This design comes from an exercise in tuning for small area and a short achievable clock period on the open sky130 flow, not from production work. Function was checked by simulation only, so behaviour that the tests miss may differ from the original.

**design/flow/run.sh**
```bash
#!/bin/bash
# synth_recipe.tcl (not shown) runs the flow's synth.tcl, then flattens the netlist and writes it again
# the make line also repeats each setting of config.mk as NAME=value (left out here)
make -C /OpenROAD-flow-scripts/flow DESIGN_CONFIG=/design/flow/config.mk WORK_HOME=/design/flow/orfs CLKGATE_MAP_FILE= SYNTH_SCRIPT=/design/flow/synth_recipe.tcl finish
```
**design/flow/config.mk**
```make
export PLATFORM = sky130hd
export DESIGN_NAME = pipeCore
export DESIGN_NICKNAME = pipeCore
export VERILOG_FILES = /design/flow/design.v
export SDC_FILE = /design/flow/constraint.sdc
export NUM_CORES = 4
export LEC_CHECK = 0
export CAP_MARGIN = 20
export CORE_MARGIN = 2
export CORE_UTILIZATION = 40
export SLEW_MARGIN = 20
```
**design/flow/constraint.sdc**
```tcl
create_clock -name core_clock -period 6.0 [get_ports {clk}]
set_input_delay 1.2000 -clock core_clock [delete_from_list [all_inputs] [get_ports {clk}]]
set_output_delay 1.2000 -clock core_clock [all_outputs]
set_load 0.01 [all_outputs]
```
**design/flow/design.v**
```verilog
package cpuPkg;
    typedef logic [31:0] word_t;
    typedef logic [31:0] instr_t;
    typedef logic [4:0]  regIdx_t;
    typedef logic [5:0]  memIdx_t;    
    localparam int      NumRegs  = 32;
    localparam int      MemWords = 64;
    localparam regIdx_t ZeroReg  = 5'd31;
    localparam logic [10:0] OpAdd  = 11'b10001011000;
    localparam logic [10:0] OpSub  = 11'b11001011000;
    localparam logic [10:0] OpAnd  = 11'b10001010000;
    localparam logic [10:0] OpOrr  = 11'b10101010000;
    localparam logic [10:0] OpEor  = 11'b11001010000;
    localparam logic [10:0] OpLdur = 11'b11111000010;
    localparam logic [10:0] OpStur = 11'b11111000000;
    localparam logic [9:0] OpAddi = 10'b1001000100;
    localparam logic [9:0] OpSubi = 10'b1101000100;
    localparam logic [9:0] OpAndi = 10'b1001001000;
    localparam logic [9:0] OpOrri = 10'b1011001000;
    localparam logic [9:0] OpEori = 10'b1101001000;
    typedef enum logic [2:0] {
        AluAdd,
        AluSub,
        AluAnd,
        AluOrr,
        AluEor
    } aluOp_t;
    typedef struct packed {
        logic    valid;
        logic    regWrite;    
        logic    memRead;
        logic    memWrite;
        logic    useImm;
        aluOp_t  aluOp;
        regIdx_t rn;
        regIdx_t rm;          
        regIdx_t rd;
        word_t   imm;
    } decoded_t;
    typedef struct packed {
        logic    valid;
        logic    regWrite;
        logic    memRead;
        logic    memWrite;
        logic    useImm;
        aluOp_t  aluOp;
        regIdx_t rd;
        word_t   imm;
        word_t   opA;
        word_t   opB;
    } idEx_t;
    typedef struct packed {
        logic    valid;
        logic    regWrite;
        logic    memRead;
        logic    memWrite;
        regIdx_t rd;
        word_t   result;      
        word_t   storeData;
    } exMem_t;
    typedef struct packed {
        logic    valid;
        regIdx_t rd;
        word_t   data;
    } wbPort_t;
endpackage
`timescale 1ns/1ps
module instDecoder (
    input  cpuPkg::instr_t   inst,
    input  logic             instValid,
    output cpuPkg::decoded_t dec
);
    logic [10:0] opc11;
    logic [9:0]  opc10;
    cpuPkg::word_t       iImm;
    cpuPkg::word_t       dOffset;
    logic        known;
    logic        writesReg;
    assign opc11   = inst[31:21];
    assign opc10   = inst[31:22];
    assign iImm    = {20'b0, inst[21:10]};             
    assign dOffset = {{23{inst[20]}}, inst[20:12]};    
    always_comb begin
        known     = 1'b1;
        writesReg = 1'b1;
        dec       = '0;
        dec.rd    = inst[4:0];
        dec.rn    = inst[9:5];
        dec.rm    = inst[20:16];
        dec.aluOp = cpuPkg::AluAdd;
        case (opc11)
            cpuPkg::OpAdd: dec.aluOp = cpuPkg::AluAdd;
            cpuPkg::OpSub: dec.aluOp = cpuPkg::AluSub;
            cpuPkg::OpAnd: dec.aluOp = cpuPkg::AluAnd;
            cpuPkg::OpOrr: dec.aluOp = cpuPkg::AluOrr;
            cpuPkg::OpEor: dec.aluOp = cpuPkg::AluEor;
            cpuPkg::OpLdur: begin
                dec.memRead = 1'b1;
                dec.useImm  = 1'b1;
                dec.imm     = dOffset;
            end
            cpuPkg::OpStur: begin
                writesReg    = 1'b0;
                dec.memWrite = 1'b1;
                dec.useImm   = 1'b1;
                dec.imm      = dOffset;
                dec.rm       = inst[4:0];    
            end
            default: begin
                dec.useImm = 1'b1;
                dec.imm    = iImm;
                case (opc10)
                    cpuPkg::OpAddi: dec.aluOp = cpuPkg::AluAdd;
                    cpuPkg::OpSubi: dec.aluOp = cpuPkg::AluSub;
                    cpuPkg::OpAndi: dec.aluOp = cpuPkg::AluAnd;
                    cpuPkg::OpOrri: dec.aluOp = cpuPkg::AluOrr;
                    cpuPkg::OpEori: dec.aluOp = cpuPkg::AluEor;
                    default: begin
                        known      = 1'b0;    
                        writesReg  = 1'b0;
                        dec.useImm = 1'b0;
                    end
                endcase
            end
        endcase
        dec.valid    = instValid & known;
        dec.regWrite = writesReg & (dec.rd != cpuPkg::ZeroReg);
    end
endmodule
`timescale 1ns/1ps
module regFile (
    input  logic            clk,
    input  logic            rstN,
    input  cpuPkg::regIdx_t rdAddrA,
    input  cpuPkg::regIdx_t rdAddrB,
    output cpuPkg::word_t   rdDataA,
    output cpuPkg::word_t   rdDataB,
    input  cpuPkg::wbPort_t wr
);
    cpuPkg::word_t regs [cpuPkg::NumRegs];
    logic  hitA;
    logic  hitB;
    assign hitA = wr.valid && (wr.rd == rdAddrA) && (rdAddrA != cpuPkg::ZeroReg);
    assign hitB = wr.valid && (wr.rd == rdAddrB) && (rdAddrB != cpuPkg::ZeroReg);
    assign rdDataA = hitA ? wr.data : regs[rdAddrA];
    assign rdDataB = hitB ? wr.data : regs[rdAddrB];
    always_ff @(posedge clk) begin
        if (!rstN) begin
            for (int i = 0; i < cpuPkg::NumRegs; i++) begin
                if (5'(i) == cpuPkg::ZeroReg) begin
                    regs[i] <= '0;
                end else begin
                    regs[i] <= 32'(i);    
                end
            end
        end else if (wr.valid && (wr.rd != cpuPkg::ZeroReg)) begin
            regs[wr.rd] <= wr.data;
        end
    end
endmodule
`timescale 1ns/1ps
module execUnit (
    input  cpuPkg::idEx_t ex,
    output cpuPkg::word_t res,
    output cpuPkg::word_t storeData
);
    cpuPkg::word_t operandB;
    assign operandB  = ex.useImm ? ex.imm : ex.opB;
    assign storeData = ex.opB;    
    always_comb begin
        case (ex.aluOp)
            cpuPkg::AluAdd: begin
                res = ex.opA + operandB;
            end
            cpuPkg::AluSub: begin
                res = ex.opA - operandB;
            end
            cpuPkg::AluAnd: begin
                res = ex.opA & operandB;
            end
            cpuPkg::AluOrr: begin
                res = ex.opA | operandB;
            end
            cpuPkg::AluEor: begin
                res = ex.opA ^ operandB;
            end
            default: begin
                res = '0;
            end
        endcase
    end
endmodule
`timescale 1ns/1ps
module dataMem (
    input  logic          clk,
    input  cpuPkg::word_t addr,
    input  logic          wrEn,
    input  cpuPkg::word_t wrData,
    output cpuPkg::word_t rdData
);
    cpuPkg::word_t   mem [cpuPkg::MemWords];
    cpuPkg::memIdx_t idx;
    assign idx    = addr[8:3];    
    assign rdData = mem[idx];     
    always_ff @(posedge clk) begin
        if (wrEn) begin
            mem[idx] <= wrData;
        end
    end
endmodule
`timescale 1ns/1ps
module pipeCore (
    input  logic            clk,
    input  logic            rstN,
    input  logic            instValid,
    input  cpuPkg::instr_t  inst,
    output logic            wbValid,
    output logic [4:0]      wbRd,
    output logic [31:0]     wbData
);
    logic     ifValid;
    cpuPkg::instr_t   ifInst;
    cpuPkg::decoded_t dec;
    cpuPkg::word_t    rdDataA;
    cpuPkg::word_t    rdDataB;
    cpuPkg::idEx_t    idExD;
    cpuPkg::idEx_t    idEx;
    cpuPkg::word_t    exRes;
    cpuPkg::word_t    exStore;
    cpuPkg::exMem_t   exMemD;
    cpuPkg::exMem_t   exMem;
    cpuPkg::word_t    memRdData;
    cpuPkg::wbPort_t  wbD;
    cpuPkg::wbPort_t  wb;
    assign wbValid = wb.valid;
    assign wbRd    = wb.rd;
    assign wbData  = wb.data;
    always_ff @(posedge clk) begin
        if (!rstN) begin
            ifValid <= 1'b0;
        end else begin
            ifValid <= instValid;
        end
        ifInst <= inst;
    end
    instDecoder uDecoder (
        .inst      (ifInst),
        .instValid (ifValid),
        .dec       (dec)
    );
    regFile uRegFile (
        .clk     (clk),
        .rstN    (rstN),
        .rdAddrA (dec.rn),
        .rdAddrB (dec.rm),
        .rdDataA (rdDataA),
        .rdDataB (rdDataB),
        .wr      (wb)       
    );
    always_comb begin
        idExD          = '0;
        idExD.valid    = dec.valid;
        idExD.regWrite = dec.regWrite;
        idExD.memRead  = dec.memRead;
        idExD.memWrite = dec.memWrite;
        idExD.useImm   = dec.useImm;
        idExD.aluOp    = dec.aluOp;
        idExD.rd       = dec.rd;
        idExD.imm      = dec.imm;
        idExD.opA      = rdDataA;
        idExD.opB      = rdDataB;
    end
    execUnit uExec (
        .ex        (idEx),
        .res       (exRes),
        .storeData (exStore)
    );
    always_comb begin
        exMemD           = '0;
        exMemD.valid     = idEx.valid;
        exMemD.regWrite  = idEx.regWrite;
        exMemD.memRead   = idEx.memRead;
        exMemD.memWrite  = idEx.memWrite;
        exMemD.rd        = idEx.rd;
        exMemD.result    = exRes;
        exMemD.storeData = exStore;
    end
    dataMem uDataMem (
        .clk    (clk),
        .addr   (exMem.result),
        .wrEn   (exMem.valid & exMem.memWrite),
        .wrData (exMem.storeData),
        .rdData (memRdData)
    );
    assign wbD.valid = exMem.valid & exMem.regWrite;
    assign wbD.rd    = exMem.rd;
    assign wbD.data  = exMem.memRead ? memRdData : exMem.result;
    always_ff @(posedge clk) begin
        if (!rstN) begin
            idEx.valid  <= 1'b0;
            exMem.valid <= 1'b0;
            wb.valid    <= 1'b0;
        end else begin
            idEx  <= idExD;
            exMem <= exMemD;
            wb    <= wbD;
        end
    end
endmodule
```
==> results.txt <==
## critical path, cell delays in order, from the launching register on
cell and delay, ns:
edfxtp_1 0.64, mux2i_1 0.57, o21ai_0 0.46, or3_1 0.46, o21ai_0 0.23, xnor2_1 0.11, ha_1 0.44, nand4_1 0.17
a2111oi_0 0.57, a32oi_1 0.19, a21oi_1 0.29, and3_1 0.34, nand2b_1 0.16, xor2_1 0.08, a221o_1 0.29
## layout make-up
class                      count  area [sq um]
multi-input combinational   4184         44230
antenna                       52         130.1
fill                       30240        194800
sequential                  3312         99070
inverter                     102         382.9
tap                         4773          5972
clock inverter               197          1589
timing repair buffer         434          4187
clock buffer                 440          9393
## worst paths after layout
check,from,to,cells past startpoint,slack (ns)
worst max-delay path,idEx[104]$_DFFE_PP_,exMem[54]$_DFFE_PP_,14,0.78
worst min-delay path,exMem[66]$_DFFE_PP_,wb[34]$_DFFE_PP_,0,0.42
worst max register to register,idEx[104]$_DFFE_PP_,exMem[54]$_DFFE_PP_,14,0.78
worst min register to register,exMem[66]$_DFFE_PP_,wb[34]$_DFFE_PP_,0,0.42
## registers in the layout, indices dropped and copies added (netlist names), named ones only
signal,cells
exMem,73
uRegFile.regs,1024
ifValid,1
ifInst,32
idEx,90
uDataMem.mem,2048
wb,38
## cell families after synthesis
| family | after synthesis | share of synthesized area, % |
|---|---|---|
| AND/OR/NAND/NOR | 2128 | 7.623 |
| other | 1 | 0.002590 |
| buffers and inverters | 736 | 2.057 |
| adder cells (fa/ha/maj) | 98 | 0.8519 |
| multiplexers | 1328 | 18.06 |
| flip-flops | 3312 | 68.39 |
| AO/OA/AOI/OAI | 537 | 2.643 |
| XOR/XNOR | 61 | 0.3689 |
## report_power, final
group | switching, uW | internal [uW]
Sequential | 583 | 26000
Combinational | 5290 | 3690
Clock | 9280 | 11800
Total | 15200 | 41600
## routing by layer
layer	track usage (%)	wire length (microns)	up-vias
li1	-	-	33030
met1	33.14	177300	44140
met4	11.68	23020	18
met5	0	115	-
met3	5.448	46740	1109
met2	40.51	223900	5169
## layout by cell type (no fill, tap or decap), types with 17 or more instances in the layout
master           count
a21oi_1            111
a32oi_1            190
and2_1             924
buf_12              54
buf_4              301
clkbuf_1            75
clkbuf_16          363
clkdlybuf4s50_1     71
clkinv_1            90
clkinv_2            50
conb_1              32
dfxtp_1             31
diode_2             52
edfxtp_1          3270
ha_1                97
inv_1               99
mux2_2              37
mux2i_1            263
mux4_2            1024
nand2_1            602
nand3_1             89
nand4_1             73
nor2_1             163
nor2_4             109
nor3_1              17
o21ai_0             59
o21ai_4             31
o41ai_1             27
or3_1               79
xnor2_1             45
## metrics by stage
step                      area, sq um  cells  utilization, %  hold slack [ns]  worst slack (ns)
after global placement         153600  12790           42.71           0.4035            0.2747
final                          165000  13490           45.85           0.4158            0.7846
after CTS                      164800  13440           45.80           0.4175            0.8886
after detailed placement       153800  12800           42.75           0.4056            0.8898
after floorplan                144900   8232               -           0.4003            0.9868
after global routing           164800  13450           45.82           0.4149            0.3747
==> results_dict.tcl <==
set metrics [dict create \
    tightest_slew_ns 1.322 \
    drt_iter0_markers 11930 \
    synthArstFlopShare_pct 0 \
    critPathKind "flip-flop to flip-flop" \
    grt-ovfl-total 0 \
    yosysMostFrequentCell "edfxtp_1" \
    cts_setup_buffers 0 \
    portBuffers 72 \
    place.gp.congestion 0.9160 \
    gr-usage-all-layers_pct 25.32 \
    status "no timing/DRC/antenna violations" \
    synth_top_area_share_pct 67.81 \
    numCtsBuffers 353 \
    synthFlopType "edfxtp_1" \
    ant_nets 0 \
    period_share_pct 86.92 \
    maxCapViolations 0 \
    cts.path.max_buffers 4 \
    wl_per_cell_microns 34.91 \
    die_area_sq_mm 0.3669 \
    critPathMaxFanout 12 \
    path_clk_slew_ns 0.06 \
    holdBufCountCts 0 \
    synth_edf_count 3270 \
    grt_max_degree 129 \
    hp-class "flip-flop to flip-flop" \
    synth-seq-cells 3312 \
    syn2layout_area_growth_pct 13.91 \
    power_density_mw_per_mm2 343.8 \
    cts_tree "done" \
    slew_violations 0 \
    place_hpwl_microns 281000 \
    clk_latency_ns 0.96 \
    ys_types 66 \
    cts_sinks 3312 \
    die_w_microns 605.7 \
    htree_levels 5 \
    slew_headroom_pct 10.71 \
    num_rows 220 \
    initial_utilization_pct 40.25 \
    worstPathArrival_ns 5.90 \
    root_buffer "clkbuf_16" \
    grt_pass1_wl_microns 651000 \
    antenna_found_initial 57 \
    firstDrtPassIters 14 \
    hold_viol_final 0 \
    vias_per_cell 6.186 \
    synthTopCellsByCount "3270 x edfxtp_1, 1024 x mux4_2, 925 x and2_1" \
    cts_resized 0 \
    avgSynthCellArea_sq_um 17.66 \
    start_kind "flip-flop" \
    rsz0062_at_grt "false" \
    end_kind "flip-flop" \
    setup-tns-final_ns 0 \
    wl_microns 471100 \
    finClkSkew_ns 0.07448 \
    cp.required_ns 6.69 \
    ys_seq_area_share_pct 68.39 \
    drive_gt1_share_pct 24.02 \
    pin_count 73 \
    core_sq_mm 0.3598 \
    final_nets 8520 \
    fmax_mhz 191.7 \
    syn_area_sq_mm 0.1448 \
    setup_viol 0 \
    ir_drop_mv 0.2565 \
    num_vias 83470 \
    synth.area.top_cells "edfxtp_1 68%, mux4_2 16%, and2_1 4.0%" \
    syn_inst 8201 \
    grt_pass1_vias 82800 \
    die_y_microns 605.7 \
    layout_min_cycle_time_ns 5.215 \
    power_uw 56710 \
    yosysTopAreaCell "edfxtp_1" \
    p_leak_uw 0.05409 \
    yosysWarnings 5 \
    drc 0 \
]

[port drivers added, routing unchanged]
The results above use ideal ports. As a check the final layout listed here was re-extracted and re-timed, cells and wires unchanged.
Step 1 assumes that a clkbuf_16 drives the clock port and a buf_2 every other input.
Step 2 times the ports against the registers' clock, not the clock port: input delays grow and output delays shrink by t, the midpoint of the rising clock arrivals with the driver on.
Three values: no drivers, after step 1, after step 2; two values: the first two.
t, ns: 1.024
slack for setup (ns): 0.785 / 0.785 / 0.785
hold WS [ns]: 0.416 / 0.416 / 0.416
clock arrival spread, ns: 0.081 / 0.081
worst data-port slew with drivers (ns): 0.06
After both steps setup and hold are still met in this run. For this run, drivers alone change the setup slack by 0.000 ns; drivers and shift together by 0.000 ns.
